What follows belongs to an exercise in optimizing a design on an open flow for small area; a production flow would make more cautious choices.
In this exercise RTL edits were held to simulation tests only and were not proved equivalent to the original.
No activity file was given, so power comes from the tool's default toggle rates.

--- design.v ---
`default_nettype none
module memtest_pass_sequencer #(
    parameter logic [31:0] SEED_STEP = 32'h9E3779B9,
    parameter int          TO_WIDTH  = 32
) (
    input  logic         clk,
    input  logic         reset,
    input  logic         avs_read,
    input  logic         avs_write,
    input  logic [3:0]   avs_address,
    input  logic [31:0]  avs_writedata,
    output logic [31:0]  avs_readdata,
    output logic         aso_size_valid,
    output logic [31:0]  aso_size_data,
    input  logic         aso_size_ready,
    output logic         aso_seed_valid,
    output logic [127:0] aso_seed_data,
    input  logic         aso_seed_ready,
    input  logic         asi_chkdone_valid,
    input  logic         asi_comperr_valid,
    output logic         busy,
    output logic         irq
);
    typedef enum logic [2:0] {
        S_IDLE      = 3'd0,
        S_SEND_SIZE = 3'd1,
        S_SEND_SEED = 3'd2,
        S_WAIT_DONE = 3'd3,
        S_NEXT      = 3'd4,
        S_FINISH    = 3'd5
    } state_t;
    localparam logic [3:0] c_ADDR_CTRL    = 4'd0;
    localparam logic [3:0] c_ADDR_STATUS  = 4'd1;
    localparam logic [3:0] c_ADDR_SIZE    = 4'd2;
    localparam logic [3:0] c_ADDR_PASSES  = 4'd3;
    localparam logic [3:0] c_ADDR_SEED0   = 4'd4;
    localparam logic [3:0] c_ADDR_SEED1   = 4'd5;
    localparam logic [3:0] c_ADDR_SEED2   = 4'd6;
    localparam logic [3:0] c_ADDR_SEED3   = 4'd7;
    localparam logic [3:0] c_ADDR_PASSCNT = 4'd8;
    localparam logic [3:0] c_ADDR_ERRCNT  = 4'd9;
    localparam logic [3:0] c_ADDR_TIMEOUT = 4'd10;
    state_t                r_state;
    state_t                w_state_next;
    logic                  r_ctrl_soe;
    logic                  r_ctrl_irq_en;
    logic [31:0]           r_cfg_size;
    logic [31:0]           r_cfg_passes;
    logic [31:0]           r_cfg_seed [4];
    logic [TO_WIDTH-1:0]   r_cfg_timeout;
    logic [31:0]           r_run_size;
    logic [31:0]           r_run_passes;
    logic [127:0]          r_run_seed;
    logic [TO_WIDTH-1:0]   r_run_timeout;
    logic                  r_done;
    logic                  r_err_seen;
    logic                  r_aborted;
    logic                  r_timeout;
    logic                  r_irq;
    logic                  r_pass_err;
    logic [31:0]           r_pass_count;
    logic [31:0]           r_err_count;
    logic [TO_WIDTH-1:0]   r_watchdog;
    logic [31:0]           r_readdata;
    logic                  w_busy;
    logic                  w_wr_ctrl;
    logic                  w_cfg_wr_en;
    logic                  w_start;
    logic                  w_abort;
    logic                  w_w1c;
    logic                  w_xfer_size;
    logic                  w_xfer_seed;
    logic                  w_to_hit;
    logic                  w_pass_err_any;
    logic                  w_enter_size;
    logic                  w_err_inc;
    logic [31:0]           w_pass_count_inc;
    logic [31:0]           w_rdata;
    assign w_busy           = (r_state != S_IDLE);
    assign w_wr_ctrl        = avs_write && (avs_address == c_ADDR_CTRL);
    assign w_cfg_wr_en      = avs_write && !w_busy;
    assign w_start          = w_wr_ctrl && avs_writedata[0] && !w_busy;
    assign w_abort          = w_wr_ctrl && avs_writedata[1] && w_busy;
    assign w_w1c            = avs_write && (avs_address == c_ADDR_STATUS) && avs_writedata[1];
    assign w_xfer_size      = aso_size_valid && aso_size_ready;
    assign w_xfer_seed      = aso_seed_valid && aso_seed_ready;
    assign w_pass_count_inc = r_pass_count + 32'd1;
    assign w_pass_err_any   = r_pass_err || asi_comperr_valid;
    assign w_err_inc        = asi_comperr_valid && w_busy && (r_err_count != 32'hFFFF_FFFF);
    assign w_to_hit = (r_state == S_WAIT_DONE) && !asi_chkdone_valid &&
                      (r_run_timeout != '0) &&
                      (r_watchdog == r_run_timeout - TO_WIDTH'(1));
    always_ff @(posedge clk or posedge reset) begin
        if (reset) begin
            r_state <= S_IDLE;
        end else begin
            r_state <= w_state_next;
        end
    end
    always_comb begin
        w_state_next   = r_state;
        aso_size_valid = 1'b0;
        aso_seed_valid = 1'b0;
        case (r_state)
            S_IDLE: begin
                if (w_start) w_state_next = S_SEND_SIZE;
            end
            S_SEND_SIZE: begin
                aso_size_valid = 1'b1;
                if (w_xfer_size) w_state_next = S_SEND_SEED;
            end
            S_SEND_SEED: begin
                aso_seed_valid = 1'b1;
                if (w_xfer_seed) w_state_next = S_WAIT_DONE;
            end
            S_WAIT_DONE: begin
                if (asi_chkdone_valid)  w_state_next = S_NEXT;
                else if (w_to_hit)      w_state_next = S_FINISH;
            end
            S_NEXT: begin
                if (r_ctrl_soe && w_pass_err_any)
                    w_state_next = S_FINISH;
                else if ((r_run_passes != 32'd0) && (w_pass_count_inc == r_run_passes))
                    w_state_next = S_FINISH;
                else
                    w_state_next = S_SEND_SIZE;
            end
            S_FINISH: begin
                w_state_next = S_IDLE;
            end
            default: begin
                w_state_next = S_IDLE;
            end
        endcase
        if (w_abort) w_state_next = S_FINISH;
    end
    assign w_enter_size = (w_state_next == S_SEND_SIZE) && (r_state != S_SEND_SIZE);
    always_ff @(posedge clk or posedge reset) begin
        if (reset) begin
            r_ctrl_soe    <= 1'b0;
            r_ctrl_irq_en <= 1'b0;
            r_cfg_size    <= '0;
            r_cfg_passes  <= '0;
            r_cfg_timeout <= '0;
            for (int i = 0; i < 4; i++) r_cfg_seed[i] <= '0;
        end else begin
            if (w_wr_ctrl) begin
                r_ctrl_soe    <= avs_writedata[2];
                r_ctrl_irq_en <= avs_writedata[3];
            end
            if (w_cfg_wr_en) begin
                case (avs_address)
                    c_ADDR_SIZE:    r_cfg_size    <= avs_writedata;
                    c_ADDR_PASSES:  r_cfg_passes  <= avs_writedata;
                    c_ADDR_SEED0:   r_cfg_seed[0] <= avs_writedata;
                    c_ADDR_SEED1:   r_cfg_seed[1] <= avs_writedata;
                    c_ADDR_SEED2:   r_cfg_seed[2] <= avs_writedata;
                    c_ADDR_SEED3:   r_cfg_seed[3] <= avs_writedata;
                    c_ADDR_TIMEOUT: r_cfg_timeout <= TO_WIDTH'(avs_writedata);
                    default: ;
                endcase
            end
        end
    end
    always_ff @(posedge clk or posedge reset) begin
        if (reset) begin
            r_run_size    <= '0;
            r_run_passes  <= '0;
            r_run_seed    <= '0;
            r_run_timeout <= '0;
        end else if (w_start) begin
            r_run_size    <= r_cfg_size;
            r_run_passes  <= r_cfg_passes;
            r_run_seed    <= {r_cfg_seed[3], r_cfg_seed[2], r_cfg_seed[1], r_cfg_seed[0]};
            r_run_timeout <= r_cfg_timeout;
        end else if (r_state == S_NEXT) begin
            for (int l = 0; l < 4; l++)
                r_run_seed[l*32 +: 32] <= r_run_seed[l*32 +: 32] + SEED_STEP;
        end
    end
    always_ff @(posedge clk or posedge reset) begin
        if (reset) begin
            r_pass_count <= '0;
            r_err_count  <= '0;
            r_pass_err   <= 1'b0;
            r_watchdog   <= '0;
        end else begin
            if (w_start)                  r_pass_count <= '0;
            else if (r_state == S_NEXT)   r_pass_count <= w_pass_count_inc;
            if (w_start)        r_err_count <= '0;
            else if (w_err_inc) r_err_count <= r_err_count + 32'd1;
            if (w_enter_size)                         r_pass_err <= 1'b0;
            else if (asi_comperr_valid && w_busy)     r_pass_err <= 1'b1;
            if (r_state == S_SEND_SEED)       r_watchdog <= '0;
            else if (r_state == S_WAIT_DONE)  r_watchdog <= r_watchdog + TO_WIDTH'(1);
        end
    end
    always_ff @(posedge clk or posedge reset) begin
        if (reset) begin
            r_done     <= 1'b0;
            r_err_seen <= 1'b0;
            r_aborted  <= 1'b0;
            r_timeout  <= 1'b0;
            r_irq      <= 1'b0;
        end else begin
            if (w_start)                  r_done <= 1'b0;
            else if (r_state == S_FINISH) r_done <= 1'b1;
            else if (w_w1c)               r_done <= 1'b0;
            if (w_start)                             r_err_seen <= 1'b0;
            else if (asi_comperr_valid && w_busy)    r_err_seen <= 1'b1;
            else if (w_w1c)                          r_err_seen <= 1'b0;
            if (w_start)                  r_aborted <= 1'b0;
            else if (w_abort || w_to_hit) r_aborted <= 1'b1;
            else if (w_w1c)               r_aborted <= 1'b0;
            if (w_start)                  r_timeout <= 1'b0;
            else if (w_to_hit && !w_abort) r_timeout <= 1'b1;
            else if (w_w1c)               r_timeout <= 1'b0;
            r_irq <= r_done && r_ctrl_irq_en;
        end
    end
    always_comb begin
        w_rdata = 32'h0;
        case (avs_address)
            c_ADDR_CTRL:    w_rdata = {28'h0, r_ctrl_irq_en, r_ctrl_soe, 2'b00};
            c_ADDR_STATUS:  w_rdata = {21'h0, r_state, 3'b000, r_timeout, r_aborted,
                                       r_err_seen, r_done, w_busy};
            c_ADDR_SIZE:    w_rdata = r_cfg_size;
            c_ADDR_PASSES:  w_rdata = r_cfg_passes;
            c_ADDR_SEED0:   w_rdata = r_cfg_seed[0];
            c_ADDR_SEED1:   w_rdata = r_cfg_seed[1];
            c_ADDR_SEED2:   w_rdata = r_cfg_seed[2];
            c_ADDR_SEED3:   w_rdata = r_cfg_seed[3];
            c_ADDR_PASSCNT: w_rdata = r_pass_count;
            c_ADDR_ERRCNT:  w_rdata = r_err_count;
            c_ADDR_TIMEOUT: w_rdata = 32'(r_cfg_timeout);
            default:        w_rdata = 32'h0;
        endcase
    end
    always_ff @(posedge clk or posedge reset) begin
        if (reset) begin
            r_readdata <= '0;
        end else if (avs_read) begin
            r_readdata <= w_rdata;
        end
    end
    assign avs_readdata  = r_readdata;
    assign aso_size_data = r_run_size;
    assign aso_seed_data = r_run_seed;
    assign busy          = w_busy;
    assign irq           = r_irq;
endmodule
`default_nettype wire
--- run.sh ---
#!/bin/bash
# synth_recipe.tcl (not shown) runs the flow's synth.tcl, then flattens the netlist and writes it again
# the make line also repeats each setting of config.mk as NAME=value (left out here)
make -C /OpenROAD-flow-scripts/flow DESIGN_CONFIG=/design/flow/config.mk WORK_HOME=/design/flow/orfs CLKGATE_MAP_FILE= SYNTH_SCRIPT=/design/flow/synth_recipe.tcl finish
--- config.mk ---
export PLATFORM = sky130hd
export DESIGN_NAME = memtest_pass_sequencer
export DESIGN_NICKNAME = memtest_pass_sequencer
export VERILOG_FILES = /design/flow/design.v
export SDC_FILE = /design/flow/constraint.sdc
export NUM_CORES = 4
export LEC_CHECK = 0
export CAP_MARGIN = 20
export CORE_MARGIN = 2
export CORE_UTILIZATION = 40
export SLEW_MARGIN = 20
--- constraint.sdc ---
create_clock -name core_clock -period 5.0 [get_ports {clk}]
set_input_delay 1.0000 -clock core_clock [delete_from_list [all_inputs] [get_ports {clk}]]
set_output_delay 1.0000 -clock core_clock [all_outputs]
set_load 0.01 [all_outputs]
==> flow_summary.toml <==
[status]
status = "no timing/DRC/antenna violations"

[yosys]
synth_flop_cell = "dfrtp_1"
synth_area_leaders = "dfrtp_1 (50%), mux2_2 (7.8%), nand2_1 (6.6%)"
synth_fp_nets = 3002
synth_area_leader_cell = "dfrtp_1"
netlist_area_um2 = 29340
synth_cells = 2949
synth_commonest_cells = "dfrtp_1 (587), nand2_1 (514), mux2_2 (202)"
async_reset_ff_share_pct = 100.0
synth_edf_count = 0
ys_seq_elements = 587
yosysSeqAreaShare_pct = 50.06
yosysWarnings = 2
yosysUniqueCellTypes = 82
synth_top_area_share_pct = 50.06
synth.most_common_cell = "dfrtp_1"
avgSynthCellArea_um2 = 9.950

[cts]
h-tree-depth = 3
cts-root-buf = "clkbuf_16"
clkSlewWorstSetupHoldPaths_ps = 60
cts_hold_buffers = 0
cts_tree = "yes"
cts_buffers = 69
cts_resized = 0
clkSinkCount = 587
post_cts_buffers = 0
clockBufferDepth = 3
clkLatencyLatePin_ps = 610

[setup_path]
slowest_delay_ps = 600
endpoint_kind = "output pin"
crit_path_max_fanout = 12
arrival_ps = 2790
slowest_stage = "dfrtp_1"
critPathRequiredTime_ps = 4000
path_buf_inv = 2
start_kind = "register"
criticalPathCategory = "register to output pin"
worstPathCellList = "nor3_1, clkinv_1, clkdlybuf4s50_1"
crit_family = "buffers and inverters"

[global_routing]
grtUsageMet2_pct = 44.00
antenna_found_initial = 3
grt_pass1_wl_um = 164200
use_met3_pct = 6.302
gr-max-usage-layer = "met2"
overflow = 0
grt_max_degree = 145
first_global_vias = 24300
gr-usage-met1_pct = 41.32
grt_use_total_pct = 29.18

[run]
drv_cap = 0

[power_and_ir_drop]
max-vdd-ir-drop_uv = 349.4
p_comb_share_pct = 29.4
p_sw_share_pct = 37.98
seqPwrFrac_pct = 44.4
p_leak_nw = 15.27
switching_power_mw = 7.898
p_per_area_nw_per_um2 = 589.7
clock_power_share_pct = 26.3
intPower_mw = 12.90

[finish]
layout.nets = 3178
multi_input_area_um2 = 13800
fin_util_pct = 48.41
seq_area_um2 = 14690
postLayoutCellArea_um2 = 35260
n_fill_cell = 6676
final_layout_size_suffix_gt1_share_pct = 12.86
area_delta_synth_final_pct = 20.17

[die]
dieArea_um2 = 75540
row_count = 99
fp.dieW_um = 274.8
initial_core_util_pct = 40.29
die_h_um = 274.8
io_pins = 240
coreArea_um2 = 72830

[place]
gp_congestion = 0.9149
place_area_um2 = 32810
port_buffers = 239
dp_hpwl_um = 78780

[sta]
rsz0062_at_grt = "no"
slew_violations = 0
fin_worst_skew_ps = 17.57
maxSlewHeadroom_pct = 25.02
setup_violations = 0
holdWs_ps = 471.6
max_freq_mhz = 263.5
tightest_slew_ps = 1125
min_period_ps = 3795
period_share_pct = 75.89
hold_viol = 0

[drt]
wl_um = 110600
viasPerCell = 6.114
drt-initial-drc-count = 2823
wl_per_cell_um = 26.75
dr.pass1.iters = 8
route.detailed.drc = 0
ant_nets = 0
vias = 25270

[hold_path]
hp-class = "register to register"
routing by layer:
layer	vias to the layer above	wire (um)	share of wire (%)
met5	-	0	0
met2	1140	49530	45
li1	11110	-	-
met1	12850	47560	43
met4	0	3967	3.6
met3	166	9507	8.6
stage by stage:
step	setup TNS (ps)	instances	setup WS, ps	total power [mW]
6_report	0	4133	1205	20.80
5_1_grt	0	4131	1172	21.77
4_1_cts	0	4131	1232	20.75
3_5_place_dp	0	4013	1251	15.22
3_3_place_gp	0	4013	1128	15.08
2_1_floorplan	-2348820	2949	-4001	11.67
placed cells by master (no fill, tap or decap), types with 21 or more instances in the layout:
| master | n |
|---|---|
| buf_4 | 36 |
| or3_1 | 27 |
| o211ai_1 | 22 |
| a22oi_1 | 102 |
| o31ai_1 | 21 |
| nor2_1 | 148 |
| nand2_1 | 512 |
| nor4_1 | 43 |
| xnor2_1 | 69 |
| xor2_1 | 71 |
| mux2_1 | 31 |
| clkdlybuf4s50_1 | 239 |
| and3_1 | 21 |
| a221oi_1 | 25 |
| o21ai_1 | 58 |
| nor3_1 | 60 |
| nand3_1 | 88 |
| a221o_1 | 49 |
| dfrtp_1 | 587 |
| inv_1 | 63 |
| o21ai_0 | 105 |
| a21oi_1 | 88 |
| clkbuf_16 | 72 |
| nand4_1 | 42 |
| o22ai_1 | 28 |
| a222oi_1 | 21 |
| nand2b_1 | 23 |
| mux2_2 | 202 |
power by group through the flow:
| stage | combinational, mW | sequential (mW) | clock (mW) |
|---|---|---|---|
| floorplan | 3.58 | 8.09 | 0 |
| global route | 6.64 | 9.40 | 5.73 |
| finish | 6.11 | 9.23 | 5.46 |
| detailed placement | 6.08 | 9.15 | 0 |
| global placement | 5.97 | 9.11 | 0 |
| CTS | 6.12 | 9.09 | 5.53 |
area by class of cell:
class	count	area share, %
clock buffer	96	5.847
multi-input combinational	2115	39.13
antenna	2	0.01419
sequential	587	41.66
clock inverter	22	1.064
inverter	66	0.7132
timing repair buffer	286	8.175
tap	959	3.403
final timing paths:
path                                      from              to  slack (ps)  cells past startpoint
min in group asynchronous                reset  r_cfg_size[12]         810                      2
worst max register to register  r_run_seed[32]  r_run_seed[60]        1380                      9
max in group asynchronous                reset  r_run_seed[61]        2990                      3
worst max-delay path                r_state[0]            busy        1210                      3
worst min-delay path            r_run_size[13]  r_run_size[13]         470                      2
worst min register to register  r_run_size[13]  r_run_size[13]         470                      2
flip-flops by register name, summed over array words and instances, names as in the netlist, 3 cells and up:
name / cells
r_err_count: 32
r_watchdog: 32
r_run_seed: 128
r_run_passes: 32
r_cfg_seed: 128
r_run_timeout: 32
r_run_size: 32
r_state: 3
r_cfg_timeout: 32
r_pass_count: 32
r_cfg_passes: 32
r_cfg_size: 32
r_readdata: 32
worst reg2reg max path, stage by stage, from the launching register on:
cell,delay [ps]
dfrtp_1,460
ha_1,280
a2111oi_2,750
o21ai_1,300
a31oi_1,320
o21ai_1,190
a21boi_1,390
nor2_1,190
o311a_1,360
a221o_1,260
kinds of logic after synthesis:
kind of cell / count (synthesis) / synth area share (%)
multiplexers: 242 / 9.249
adder cells (fa/ha/maj): 9 / 0.3838
AND/OR/NAND/NOR: 1070 / 17.21
XOR/XNOR: 140 / 4.179
buffers and inverters: 247 / 3.207
flip-flops: 587 / 50.06
AO/OA/AOI/OAI: 654 / 15.71

-- separate check: timing with driven ports --
In the flow no input, the clock included, has a driving cell. The finished layout below was timed again as built, in two steps. Step 1: set_driving_cell puts a clkbuf_16 on clk and a buf_2 on each other input, an assumption about the parent block. Step 2 also shifts input and output timing later by t, the mid clock arrival at the registers, as if the neighbouring blocks saw the same clock. Slacks: ideal / step 1 / step 2; pairs: ideal / step 1.
t, ns: 0.672
setup WS [ns]: 1.205 / 1.139 / 1.107
worst setup path after step 2: input to register
After both steps this run still meets setup and hold. For this run, drivers alone change the setup slack by -0.066 ns; drivers and shift together by -0.098 ns.
